Context: an optimization exercise on an open-source flow, tuned for small area and a short achievable clock period. The choices shown serve that exercise and are no tape-out recipe.
Where RTL was checked, it was by simulation tests only, not by an equivalence proof against the original.
Power and IR drop assume default switching activity.

==> inputs of job 168 <==
==> flow/design.v <==
module riscv_data_mem (
    input  logic        clk,
    input  logic        reset,
    input  logic        MemWrite,
    input  logic [2:0]  funct3,
    input  logic [31:0] Mem_WrAddr,
    input  logic [31:0] Mem_WrData,
    output logic [31:0] ReadData,
    output logic        misaligned,
    output logic [7:0]  led,
    output logic        timer_irq
);
    logic [31:0] r_mem [64];
    logic [63:0] r_mtime;
    logic [31:0] r_mtimecmp;
    logic [7:0]  r_led;
    logic        r_irq;
    logic        hi_zero, is_ram, is_mmio;
    logic        sel_lo, sel_hi, sel_cmp, sel_stat, sel_led;
    assign hi_zero  = Mem_WrAddr[31:11] == '0;
    assign is_ram   = hi_zero && Mem_WrAddr[10:8] == 3'b000;
    assign is_mmio  = hi_zero && Mem_WrAddr[10:5] == 6'b100000;
    assign sel_lo   = is_mmio && Mem_WrAddr[4:2] == 3'd0;
    assign sel_hi   = is_mmio && Mem_WrAddr[4:2] == 3'd1;
    assign sel_cmp  = is_mmio && Mem_WrAddr[4:2] == 3'd2;
    assign sel_stat = is_mmio && Mem_WrAddr[4:2] == 3'd3;
    assign sel_led  = is_mmio && Mem_WrAddr[4:2] == 3'd4;
    logic is_byte, is_half, is_word;
    assign is_byte = funct3[1:0] == 2'b00;
    assign is_half = funct3[1:0] == 2'b01;
    assign is_word = funct3 == 3'b010;
    assign misaligned = (is_half && Mem_WrAddr[0])
                     || (is_word && (Mem_WrAddr[1:0] != 2'b00));
    logic [63:0] rsel [4];
    for (genvar c = 0; c < 4; c++) begin : g_dec
        rd_decode u_rdec (.idx(Mem_WrAddr[7:2]), .sel(rsel[c]));
    end
    logic [31:0] ram_word;
    for (genvar k = 0; k < 32; k++) begin : g_rd
        logic [63:0] col;
        for (genvar w = 0; w < 64; w++) begin : g_col
            assign col[w] = r_mem[w][k];
        end
        rd_mux64 u_mux (.sel(rsel[k / 8]), .d(col), .y(ram_word[k]));
    end
    logic [31:0] mmio_word;
    always_comb begin
        case (Mem_WrAddr[4:2])
            3'd0:    mmio_word = r_mtime[31:0];
            3'd1:    mmio_word = r_mtime[63:32];
            3'd2:    mmio_word = r_mtimecmp;
            3'd3:    mmio_word = {31'd0, r_irq};
            3'd4:    mmio_word = {24'd0, r_led};
            default: mmio_word = '0;
        endcase
    end
    rd_format u_fmt (
        .funct3(funct3), .lane(Mem_WrAddr[1:0]), .misaligned(misaligned),
        .is_ram(is_ram), .is_mmio(is_mmio), .ram_word(ram_word), .mmio_word(mmio_word),
        .rdata(ReadData)
    );
    logic        store, mmio_we;
    logic [3:0]  be;
    logic [31:0] wdata;
    logic [7:0]  wa, wb;
    assign store   = MemWrite && !misaligned && !reset;
    assign mmio_we = store && is_word;
    always_comb begin
        case (funct3)
            3'b000:  be = 4'b0001 << Mem_WrAddr[1:0];
            3'b001:  be = Mem_WrAddr[1] ? 4'b1100 : 4'b0011;
            3'b010:  be = 4'b1111;
            default: be = 4'b0000;
        endcase
        wdata[7:0]   = Mem_WrData[7:0];
        wdata[15:8]  = funct3[1:0] == 2'b00 ? Mem_WrData[7:0] : Mem_WrData[15:8];
        wdata[23:16] = funct3[1:0] == 2'b10 ? Mem_WrData[23:16] : Mem_WrData[7:0];
        wdata[31:24] = funct3[1:0] == 2'b10 ? Mem_WrData[31:24]
                     : funct3[1:0] == 2'b01 ? Mem_WrData[15:8] : Mem_WrData[7:0];
        for (int i = 0; i < 8; i++) begin
            wa[i] = store && is_ram && (Mem_WrAddr[7:5] == 3'(i));
            wb[i] = Mem_WrAddr[4:2] == 3'(i);
        end
    end
    always_ff @(posedge clk) begin
        for (int w = 0; w < 64; w++)
            for (int b = 0; b < 4; b++)
                if (wa[w / 8] && wb[w % 8] && be[b]) r_mem[w][8*b +: 8] <= wdata[8*b +: 8];
    end
    always_ff @(posedge clk or posedge reset) begin
        if (reset) begin
            r_mtime    <= '0;
            r_mtimecmp <= 32'hFFFF_FFFF;
            r_led      <= '0;
            r_irq      <= 1'b0;
        end else begin
            if (mmio_we && sel_lo)      r_mtime[31:0] <= Mem_WrData;
            else if (!(mmio_we && sel_hi)) r_mtime[31:0] <= r_mtime[31:0] + 32'd1;
            if (mmio_we && sel_hi)      r_mtime[63:32] <= Mem_WrData;
            else if (!(mmio_we && sel_lo)) r_mtime[63:32] <= r_mtime[63:32] + {31'd0, &r_mtime[31:0]};
            if (mmio_we && sel_cmp) r_mtimecmp <= Mem_WrData;
            if (mmio_we && sel_led) r_led      <= Mem_WrData[7:0];
            if (r_mtime[31:0] == r_mtimecmp)
                r_irq <= 1'b1;
            else if (mmio_we && sel_stat && Mem_WrData[0])
                r_irq <= 1'b0;
        end
    end
    assign led       = r_led;
    assign timer_irq = r_irq;
endmodule
module rd_decode (
    input  logic [5:0]  idx,
    output logic [63:0] sel
);
    logic [5:0] idx_n;
    logic [7:0] pa_n, pb_n;
    for (genvar i = 0; i < 6; i++) begin : g_inv
        c_inv u_c (.a(idx[i]), .y(idx_n[i]));
    end
    for (genvar i = 0; i < 8; i++) begin : g_pre
        c_nand3 u_a (.a(i & 1 ? idx[3] : idx_n[3]), .b(i & 2 ? idx[4] : idx_n[4]),
                     .c(i & 4 ? idx[5] : idx_n[5]), .y(pa_n[i]));
        c_nand3 u_b (.a(i & 1 ? idx[0] : idx_n[0]), .b(i & 2 ? idx[1] : idx_n[1]),
                     .c(i & 4 ? idx[2] : idx_n[2]), .y(pb_n[i]));
    end
    for (genvar w = 0; w < 64; w++) begin : g_sel
        c_nor2 u_c (.a(pa_n[w / 8]), .b(pb_n[w % 8]), .y(sel[w]));
    end
endmodule
module rd_mux64 (
    input  logic [63:0] sel,
    input  logic [63:0] d,
    output logic        y
);
    logic [63:0] t;
    logic [15:0] u;
    logic [7:0]  v;
    logic [3:0]  x;
    logic [1:0]  z;
    for (genvar i = 0; i < 64; i++) begin : g_l1
        c_nand2 u_c (.a(sel[i]), .b(d[i]), .y(t[i]));
    end
    for (genvar i = 0; i < 16; i++) begin : g_l2
        c_nand4 u_c (.a(t[4*i]), .b(t[4*i+1]), .c(t[4*i+2]), .d(t[4*i+3]), .y(u[i]));
    end
    for (genvar i = 0; i < 8; i++) begin : g_l3
        c_nor2 u_c (.a(u[2*i]), .b(u[2*i+1]), .y(v[i]));
    end
    for (genvar i = 0; i < 4; i++) begin : g_l4
        c_nand2 u_c (.a(v[2*i]), .b(v[2*i+1]), .y(x[i]));
    end
    for (genvar i = 0; i < 2; i++) begin : g_l5
        c_nor2 u_c (.a(x[2*i]), .b(x[2*i+1]), .y(z[i]));
    end
    c_nand2 u_l6 (.a(z[0]), .b(z[1]), .y(y));
endmodule
module c_aoi22 (input logic a, b, c, d, output logic y);
    assign y = !((a && b) || (c && d));
endmodule
module c_nand4 (input logic a, b, c, d, output logic y);
    assign y = !(a && b && c && d);
endmodule
module c_nor2 (input logic a, b, output logic y);
    assign y = !(a || b);
endmodule
module rd_format (
    input  logic [2:0]  funct3,
    input  logic [1:0]  lane,
    input  logic        misaligned,
    input  logic        is_ram,
    input  logic        is_mmio,
    input  logic [31:0] ram_word,
    input  logic [31:0] mmio_word,
    output logic [31:0] rdata
);
    logic ok, lb, lh, lw, sb, sh;
    logic [3:0] l0;           
    logic       l1_1, l1_3;   
    logic [3:0] sx;           
    logic [3:0] sxb;          
    logic [3:0] r_l0, r_sx, r_sxb;
    logic       r_l1_1, r_l1_3, r_lw;
    logic [31:0] w;
    assign ok = !misaligned && (funct3 == 3'b000 || funct3 == 3'b001 || funct3 == 3'b010
                                || funct3 == 3'b100 || funct3 == 3'b101);
    assign lb = ok && funct3[1:0] == 2'b00;
    assign lh = ok && funct3[1:0] == 2'b01;
    assign lw = ok && funct3[1:0] == 2'b10;
    assign sb = lb && !funct3[2];
    assign sh = lh && !funct3[2];
    always_comb begin
        for (int i = 0; i < 4; i++) begin
            l0[i]  = ok && lane == 2'(i);
            sxb[i] = sb && lane == 2'(i);
        end
        l1_1  = lw || (lh && !lane[1]);
        l1_3  = lh && lane[1];
        sx[0] = sxb[0];
        sx[1] = sxb[1] || (sh && !lane[1]);
        sx[2] = sxb[2];
        sx[3] = sxb[3] || (sh && lane[1]);
        r_l0   = l0 & {4{is_ram}};
        r_sx   = sx & {4{is_ram}};
        r_sxb  = sxb & {4{is_ram}};
        r_l1_1 = l1_1 && is_ram;
        r_l1_3 = l1_3 && is_ram;
        r_lw   = lw && is_ram;
    end
    logic [31:0] fm, m_n;
    logic        fsgn, fsgnb, mq;
    logic [3:0]  f_l0, f_sx, f_sxb;
    logic        f_l1_1, f_l1_3, f_lw;
    always_comb begin
        for (int i = 0; i < 4; i++) begin
            f_l0[i]  = lane == 2'(i);
            f_sxb[i] = funct3 == 3'b000 && lane == 2'(i);
        end
        f_l1_1 = funct3[1] || !lane[1];
        f_l1_3 = !funct3[1] && lane[1];
        f_lw   = funct3[1];
        f_sx[0] = f_sxb[0];
        f_sx[1] = f_sxb[1] || (funct3 == 3'b001 && !lane[1]);
        f_sx[2] = f_sxb[2];
        f_sx[3] = f_sxb[3] || (funct3 == 3'b001 && lane[1]);
    end
    assign w     = mmio_word;
    assign fsgn  = |(f_sx & {w[31], w[23], w[15], w[7]});
    assign fsgnb = |(f_sxb & {w[31], w[23], w[15], w[7]});
    always_comb begin
        for (int k = 0; k < 8; k++)
            fm[k] = |(f_l0 & {w[24+k], w[16+k], w[8+k], w[k]});
        for (int k = 8; k < 16; k++)
            fm[k] = funct3[1:0] == 2'b00 ? fsgnb : (f_l1_1 && w[k]) || (f_l1_3 && w[k+16]);
        for (int k = 16; k < 32; k++)
            fm[k] = (f_lw && w[k]) || fsgn;
    end
    assign mq = is_mmio && ok;
    for (genvar k = 0; k < 32; k++) begin : g_mq
        c_nand2 u_c (.a(mq), .b(fm[k]), .y(m_n[k]));
    end
    logic sa_n, sb_n, ta_n, tb_n;
    logic [2:0] sg_n;     
    logic       sgb_n;    
    c_aoi22 u_sa (.a(r_sx[0]),  .b(ram_word[7]),  .c(r_sx[1]),  .d(ram_word[15]), .y(sa_n));
    c_aoi22 u_sb (.a(r_sx[2]),  .b(ram_word[23]), .c(r_sx[3]),  .d(ram_word[31]), .y(sb_n));
    c_aoi22 u_ta (.a(r_sxb[0]), .b(ram_word[7]),  .c(r_sxb[1]), .d(ram_word[15]), .y(ta_n));
    c_aoi22 u_tb (.a(r_sxb[2]), .b(ram_word[23]), .c(r_sxb[3]), .d(ram_word[31]), .y(tb_n));
    for (genvar i = 0; i < 3; i++) begin : g_sg
        c_and2 u_c (.a(sa_n), .b(sb_n), .y(sg_n[i]));
    end
    c_and2 u_sgb (.a(ta_n), .b(tb_n), .y(sgb_n));
    for (genvar k = 0; k < 8; k++) begin : g_b0
        logic p_n, q_n;
        c_aoi22 u_p (.a(r_l0[0]), .b(ram_word[k]),    .c(r_l0[1]), .d(ram_word[k+8]),  .y(p_n));
        c_aoi22 u_q (.a(r_l0[2]), .b(ram_word[k+16]), .c(r_l0[3]), .d(ram_word[k+24]), .y(q_n));
        c_nand3 u_y (.a(p_n), .b(q_n), .c(m_n[k]), .y(rdata[k]));
    end
    for (genvar k = 8; k < 16; k++) begin : g_b1
        logic p_n;
        c_aoi22 u_p (.a(r_l1_1), .b(ram_word[k]), .c(r_l1_3), .d(ram_word[k+16]), .y(p_n));
        c_nand3 u_y (.a(p_n), .b(sgb_n), .c(m_n[k]), .y(rdata[k]));
    end
    for (genvar k = 16; k < 32; k++) begin : g_hi
        logic p_n;
        c_nand2 u_p (.a(r_lw), .b(ram_word[k]), .y(p_n));
        c_nand3 u_y (.a(p_n), .b(sg_n[(k - 16) / 6]), .c(m_n[k]), .y(rdata[k]));
    end
endmodule
module c_inv (input logic a, output logic y);
    assign y = !a;
endmodule
module c_nand2 (input logic a, b, output logic y);
    assign y = !(a && b);
endmodule
module c_nand3 (input logic a, b, c, output logic y);
    assign y = !(a && b && c);
endmodule
module c_and2 (input logic a, b, output logic y);
    assign y = a && b;
endmodule
==> flow/run.sh <==
#!/bin/bash
# synth_recipe.tcl (not shown) runs the flow's synth.tcl, then flattens the netlist and writes it again
# the make line also repeats each setting of config.mk as NAME=value (left out here)
make -C /OpenROAD-flow-scripts/flow DESIGN_CONFIG=/design/flow/config.mk WORK_HOME=/design/flow/orfs CLKGATE_MAP_FILE= SYNTH_SCRIPT=/design/flow/synth_recipe.tcl finish
==> flow/config.mk <==
export PLATFORM = sky130hd
export DESIGN_NAME = riscv_data_mem
export DESIGN_NICKNAME = riscv_data_mem
export VERILOG_FILES = /design/flow/design.v
export SDC_FILE = /design/flow/constraint.sdc
export NUM_CORES = 4
export LEC_CHECK = 0
export CAP_MARGIN = 20
export CORE_MARGIN = 2
export CORE_UTILIZATION = 65
export CTS_BUF_LIST = sky130_fd_sc_hd__clkbuf_16
export CTS_CLUSTER_DIAMETER = 60
export CTS_CLUSTER_SIZE = 20
export SETUP_SLACK_MARGIN = 3
export SLEW_MARGIN = 20
export SYNTH_HIERARCHICAL = 1
export TNS_END_PERCENT = 10
==> flow/constraint.sdc <==
create_clock -name core_clock -period 7.0 [get_ports {clk}]
set_input_delay 1.4000 -clock core_clock [delete_from_list [all_inputs] [get_ports {clk}]]
set_output_delay 1.4000 -clock core_clock [all_outputs]
set_load 0.01 [all_outputs]
==> inputs of job 7114, as changes to job 168 <==
--- a/flow/design.v
+++ b/flow/design.v
@@ -33,6 +33,4 @@
                      || (is_word && (Mem_WrAddr[1:0] != 2'b00));
-    logic [63:0] rsel [4];
-    for (genvar c = 0; c < 4; c++) begin : g_dec
-        rd_decode u_rdec (.idx(Mem_WrAddr[7:2]), .sel(rsel[c]));
-    end
+    logic [63:0] rsel;
+    rd_decode u_rdec (.idx(Mem_WrAddr[7:2]), .sel(rsel));
     logic [31:0] ram_word;
@@ -43,18 +41,13 @@
         end
-        rd_mux64 u_mux (.sel(rsel[k / 8]), .d(col), .y(ram_word[k]));
+        rd_mux64 u_mux (.sel(rsel), .d(col), .y(ram_word[k]));
     end
     logic [31:0] mmio_word;
-    always_comb begin
-        case (Mem_WrAddr[4:2])
-            3'd0:    mmio_word = r_mtime[31:0];
-            3'd1:    mmio_word = r_mtime[63:32];
-            3'd2:    mmio_word = r_mtimecmp;
-            3'd3:    mmio_word = {31'd0, r_irq};
-            3'd4:    mmio_word = {24'd0, r_led};
-            default: mmio_word = '0;
-        endcase
-    end
+    assign mmio_word = ({32{sel_lo}}  & r_mtime[31:0])
+                     | ({32{sel_hi}}  & r_mtime[63:32])
+                     | ({32{sel_cmp}} & r_mtimecmp)
+                     | {31'd0, sel_stat & r_irq}
+                     | {24'd0, {8{sel_led}} & r_led};
     rd_format u_fmt (
         .funct3(funct3), .lane(Mem_WrAddr[1:0]), .misaligned(misaligned),
-        .is_ram(is_ram), .is_mmio(is_mmio), .ram_word(ram_word), .mmio_word(mmio_word),
+        .is_ram(is_ram), .ram_word(ram_word), .mmio_word(mmio_word),
         .rdata(ReadData)
@@ -96,6 +89,8 @@
         end else begin
-            if (mmio_we && sel_lo)      r_mtime[31:0] <= Mem_WrData;
-            else if (!(mmio_we && sel_hi)) r_mtime[31:0] <= r_mtime[31:0] + 32'd1;
-            if (mmio_we && sel_hi)      r_mtime[63:32] <= Mem_WrData;
-            else if (!(mmio_we && sel_lo)) r_mtime[63:32] <= r_mtime[63:32] + {31'd0, &r_mtime[31:0]};
+            if (mmio_we && sel_lo)
+                r_mtime <= {r_mtime[63:32], Mem_WrData};
+            else if (mmio_we && sel_hi)
+                r_mtime <= {Mem_WrData, r_mtime[31:0]};
+            else
+                r_mtime <= r_mtime + 64'd1;
             if (mmio_we && sel_cmp) r_mtimecmp <= Mem_WrData;
@@ -135,23 +130,15 @@
 );
-    logic [63:0] t;
-    logic [15:0] u;
-    logic [7:0]  v;
-    logic [3:0]  x;
-    logic [1:0]  z;
-    for (genvar i = 0; i < 64; i++) begin : g_l1
-        c_nand2 u_c (.a(sel[i]), .b(d[i]), .y(t[i]));
-    end
-    for (genvar i = 0; i < 16; i++) begin : g_l2
+    logic [31:0] t;
+    logic [7:0]  u;
+    logic [3:0]  v;
+    for (genvar i = 0; i < 32; i++) begin : g_l1
+        c_aoi22 u_c (.a(sel[2*i]), .b(d[2*i]), .c(sel[2*i+1]), .d(d[2*i+1]), .y(t[i]));
+    end
+    for (genvar i = 0; i < 8; i++) begin : g_l2
         c_nand4 u_c (.a(t[4*i]), .b(t[4*i+1]), .c(t[4*i+2]), .d(t[4*i+3]), .y(u[i]));
     end
-    for (genvar i = 0; i < 8; i++) begin : g_l3
+    for (genvar i = 0; i < 4; i++) begin : g_l3
         c_nor2 u_c (.a(u[2*i]), .b(u[2*i+1]), .y(v[i]));
     end
-    for (genvar i = 0; i < 4; i++) begin : g_l4
-        c_nand2 u_c (.a(v[2*i]), .b(v[2*i+1]), .y(x[i]));
-    end
-    for (genvar i = 0; i < 2; i++) begin : g_l5
-        c_nor2 u_c (.a(x[2*i]), .b(x[2*i+1]), .y(z[i]));
-    end
-    c_nand2 u_l6 (.a(z[0]), .b(z[1]), .y(y));
+    c_nand4 u_l4 (.a(v[0]), .b(v[1]), .c(v[2]), .d(v[3]), .y(y));
 endmodule
@@ -171,3 +158,2 @@
     input  logic        is_ram,
-    input  logic        is_mmio,
     input  logic [31:0] ram_word,
@@ -209,33 +195,14 @@
     end
-    logic [31:0] fm, m_n;
-    logic        fsgn, fsgnb, mq;
-    logic [3:0]  f_l0, f_sx, f_sxb;
-    logic        f_l1_1, f_l1_3, f_lw;
-    always_comb begin
-        for (int i = 0; i < 4; i++) begin
-            f_l0[i]  = lane == 2'(i);
-            f_sxb[i] = funct3 == 3'b000 && lane == 2'(i);
-        end
-        f_l1_1 = funct3[1] || !lane[1];
-        f_l1_3 = !funct3[1] && lane[1];
-        f_lw   = funct3[1];
-        f_sx[0] = f_sxb[0];
-        f_sx[1] = f_sxb[1] || (funct3 == 3'b001 && !lane[1]);
-        f_sx[2] = f_sxb[2];
-        f_sx[3] = f_sxb[3] || (funct3 == 3'b001 && lane[1]);
-    end
-    assign w     = mmio_word;
-    assign fsgn  = |(f_sx & {w[31], w[23], w[15], w[7]});
-    assign fsgnb = |(f_sxb & {w[31], w[23], w[15], w[7]});
+    logic [31:0] m, m_n;
+    logic        msgn;
+    assign w    = mmio_word;
+    assign msgn = |(sx & {w[31], w[23], w[15], w[7]});
     always_comb begin
         for (int k = 0; k < 8; k++)
-            fm[k] = |(f_l0 & {w[24+k], w[16+k], w[8+k], w[k]});
+            m[k] = |(l0 & {w[24+k], w[16+k], w[8+k], w[k]});
         for (int k = 8; k < 16; k++)
-            fm[k] = funct3[1:0] == 2'b00 ? fsgnb : (f_l1_1 && w[k]) || (f_l1_3 && w[k+16]);
+            m[k] = (l1_1 && w[k]) || (l1_3 && w[k+16]) || (lb && msgn);
         for (int k = 16; k < 32; k++)
-            fm[k] = (f_lw && w[k]) || fsgn;
-    end
-    assign mq = is_mmio && ok;
-    for (genvar k = 0; k < 32; k++) begin : g_mq
-        c_nand2 u_c (.a(mq), .b(fm[k]), .y(m_n[k]));
+            m[k] = (lw && w[k]) || msgn;
+        m_n = ~m;
     end
CTS_BUF_LIST = not set   (was sky130_fd_sc_hd__clkbuf_16)
CTS_CLUSTER_DIAMETER = not set   (was 60)
CTS_CLUSTER_SIZE = not set   (was 20)
TNS_END_PERCENT = not set   (was 10)
==> inputs of job 487, as changes to job 168 <==
--- a/flow/design.v
+++ b/flow/design.v
@@ -96,6 +96,8 @@
         end else begin
-            if (mmio_we && sel_lo)      r_mtime[31:0] <= Mem_WrData;
-            else if (!(mmio_we && sel_hi)) r_mtime[31:0] <= r_mtime[31:0] + 32'd1;
-            if (mmio_we && sel_hi)      r_mtime[63:32] <= Mem_WrData;
-            else if (!(mmio_we && sel_lo)) r_mtime[63:32] <= r_mtime[63:32] + {31'd0, &r_mtime[31:0]};
+            if (mmio_we && sel_lo)
+                r_mtime <= {r_mtime[63:32], Mem_WrData};
+            else if (mmio_we && sel_hi)
+                r_mtime <= {Mem_WrData, r_mtime[31:0]};
+            else
+                r_mtime <= r_mtime + 64'd1;
             if (mmio_we && sel_cmp) r_mtimecmp <= Mem_WrData;
@@ -115,16 +117,45 @@
 );
-    logic [5:0] idx_n;
-    logic [7:0] pa_n, pb_n;
-    for (genvar i = 0; i < 6; i++) begin : g_inv
-        c_inv u_c (.a(idx[i]), .y(idx_n[i]));
-    end
-    for (genvar i = 0; i < 8; i++) begin : g_pre
-        c_nand3 u_a (.a(i & 1 ? idx[3] : idx_n[3]), .b(i & 2 ? idx[4] : idx_n[4]),
-                     .c(i & 4 ? idx[5] : idx_n[5]), .y(pa_n[i]));
-        c_nand3 u_b (.a(i & 1 ? idx[0] : idx_n[0]), .b(i & 2 ? idx[1] : idx_n[1]),
-                     .c(i & 4 ? idx[2] : idx_n[2]), .y(pb_n[i]));
-    end
+    logic [7:0] pa, pb;    
+    rd_predec u_a (.b(idx[5:3]), .p(pa));
+    rd_predec u_b (.b(idx[2:0]), .p(pb));
     for (genvar w = 0; w < 64; w++) begin : g_sel
-        c_nor2 u_c (.a(pa_n[w / 8]), .b(pb_n[w % 8]), .y(sel[w]));
-    end
+        localparam int G = w / 8;
+        localparam int J = w % 8;
+        localparam bit GH = (G == 0 || G == 1 || G == 2 || G == 4);
+        localparam bit JH = (J == 0 || J == 1 || J == 2 || J == 4);
+        if (GH && JH) begin : g_hh
+            c_and2 u_c (.a(pa[G]), .b(pb[J]), .y(sel[w]));
+        end else if (GH) begin : g_hl
+            c_nor2b u_c (.a(pb[J]), .b_n(pa[G]), .y(sel[w]));
+        end else if (JH) begin : g_lh
+            c_nor2b u_c (.a(pa[G]), .b_n(pb[J]), .y(sel[w]));
+        end else begin : g_ll
+            c_nor2 u_c (.a(pa[G]), .b(pb[J]), .y(sel[w]));
+        end
+    end
+endmodule
+module rd_predec (
+    input  logic [2:0] b,
+    output logic [7:0] p
+);
+    c_nor3  u_0 (.a(b[0]), .b(b[1]), .c(b[2]), .y(p[0]));
+    c_nor3b u_1 (.a(b[1]), .b(b[2]), .c_n(b[0]), .y(p[1]));
+    c_nor3b u_2 (.a(b[0]), .b(b[2]), .c_n(b[1]), .y(p[2]));
+    c_nor3b u_4 (.a(b[0]), .b(b[1]), .c_n(b[2]), .y(p[4]));
+    c_nand3b u_3 (.a_n(b[2]), .b(b[0]), .c(b[1]), .y(p[3]));
+    c_nand3b u_5 (.a_n(b[1]), .b(b[0]), .c(b[2]), .y(p[5]));
+    c_nand3b u_6 (.a_n(b[0]), .b(b[1]), .c(b[2]), .y(p[6]));
+    c_nand3  u_7 (.a(b[0]), .b(b[1]), .c(b[2]), .y(p[7]));
+endmodule
+module c_nor3 (input logic a, b, c, output logic y);
+    assign y = !(a || b || c);
+endmodule
+module c_nor3b (input logic a, b, c_n, output logic y);
+    assign y = !(a || b || !c_n);
+endmodule
+module c_nand3b (input logic a_n, b, c, output logic y);
+    assign y = !(!a_n && b && c);
+endmodule
+module c_nor2b (input logic a, b_n, output logic y);
+    assign y = !(a || !b_n);
 endmodule
@@ -269,5 +300,2 @@
 endmodule
-module c_inv (input logic a, output logic y);
-    assign y = !a;
-endmodule
 module c_nand2 (input logic a, b, output logic y);
CTS_BUF_LIST = not set   (was sky130_fd_sc_hd__clkbuf_16)
CTS_CLUSTER_DIAMETER = not set   (was 60)
CTS_CLUSTER_SIZE = not set   (was 20)
==> summary of the runs <==
- In flip-flop and latch count, job 487 and job 7114 do not differ.
- The highest worst hold slack belongs to job 7114, the lowest to job 487.
- Synthesized cell count, lowest first: job 7114, job 168, job 487.
- Of job 487 and job 7114, job 7114 has the higher wire length (gap 2.7%, measured against job 7114).
- Of job 487 and job 168, job 487 has the higher clock power (gap 24%, measured against job 168).
- The lowest total power belongs to job 168, the highest to job 7114.
The RTL of job 7114 was laid out without a check of its function.

-- separate check: timing with driven ports --
In the flow no input, the clock included, has a driving cell. The finished layouts below were timed again as built, in two steps. Step 1, drivers: a clkbuf_16 drives clk and a buf_2 each remaining input, both assumed. Step 2 times the ports against the registers' clock, not the clock port: input delays grow and output delays shrink by t, the midpoint of the rising clock arrivals with the driver on. Slacks: no drivers / after step 1 / after step 2; pairs: no drivers / after step 1.
| run | shift t [ns] | slack for setup (ns) | hold WS [ns] | pins driven straight from the clock port |
|---|---|---|---|---|
| job 168 | 0.883 | 1.604 / 1.314 / 1.314 | 0.515 / 0.515 / 0.515 | 1 |
| job 7114 | 0.920 | 1.186 / 1.030 / 1.030 | 0.564 / 0.564 / 0.564 | 1 |
| job 487 | 0.901 | 1.592 / 1.235 / 1.235 | 0.504 / 0.504 / 0.504 | 1 |
After both steps setup and hold are still met in every run listed. The setup slack of job 487, which loses most, moves by -0.357 ns with the drivers and by -0.357 ns with both steps.
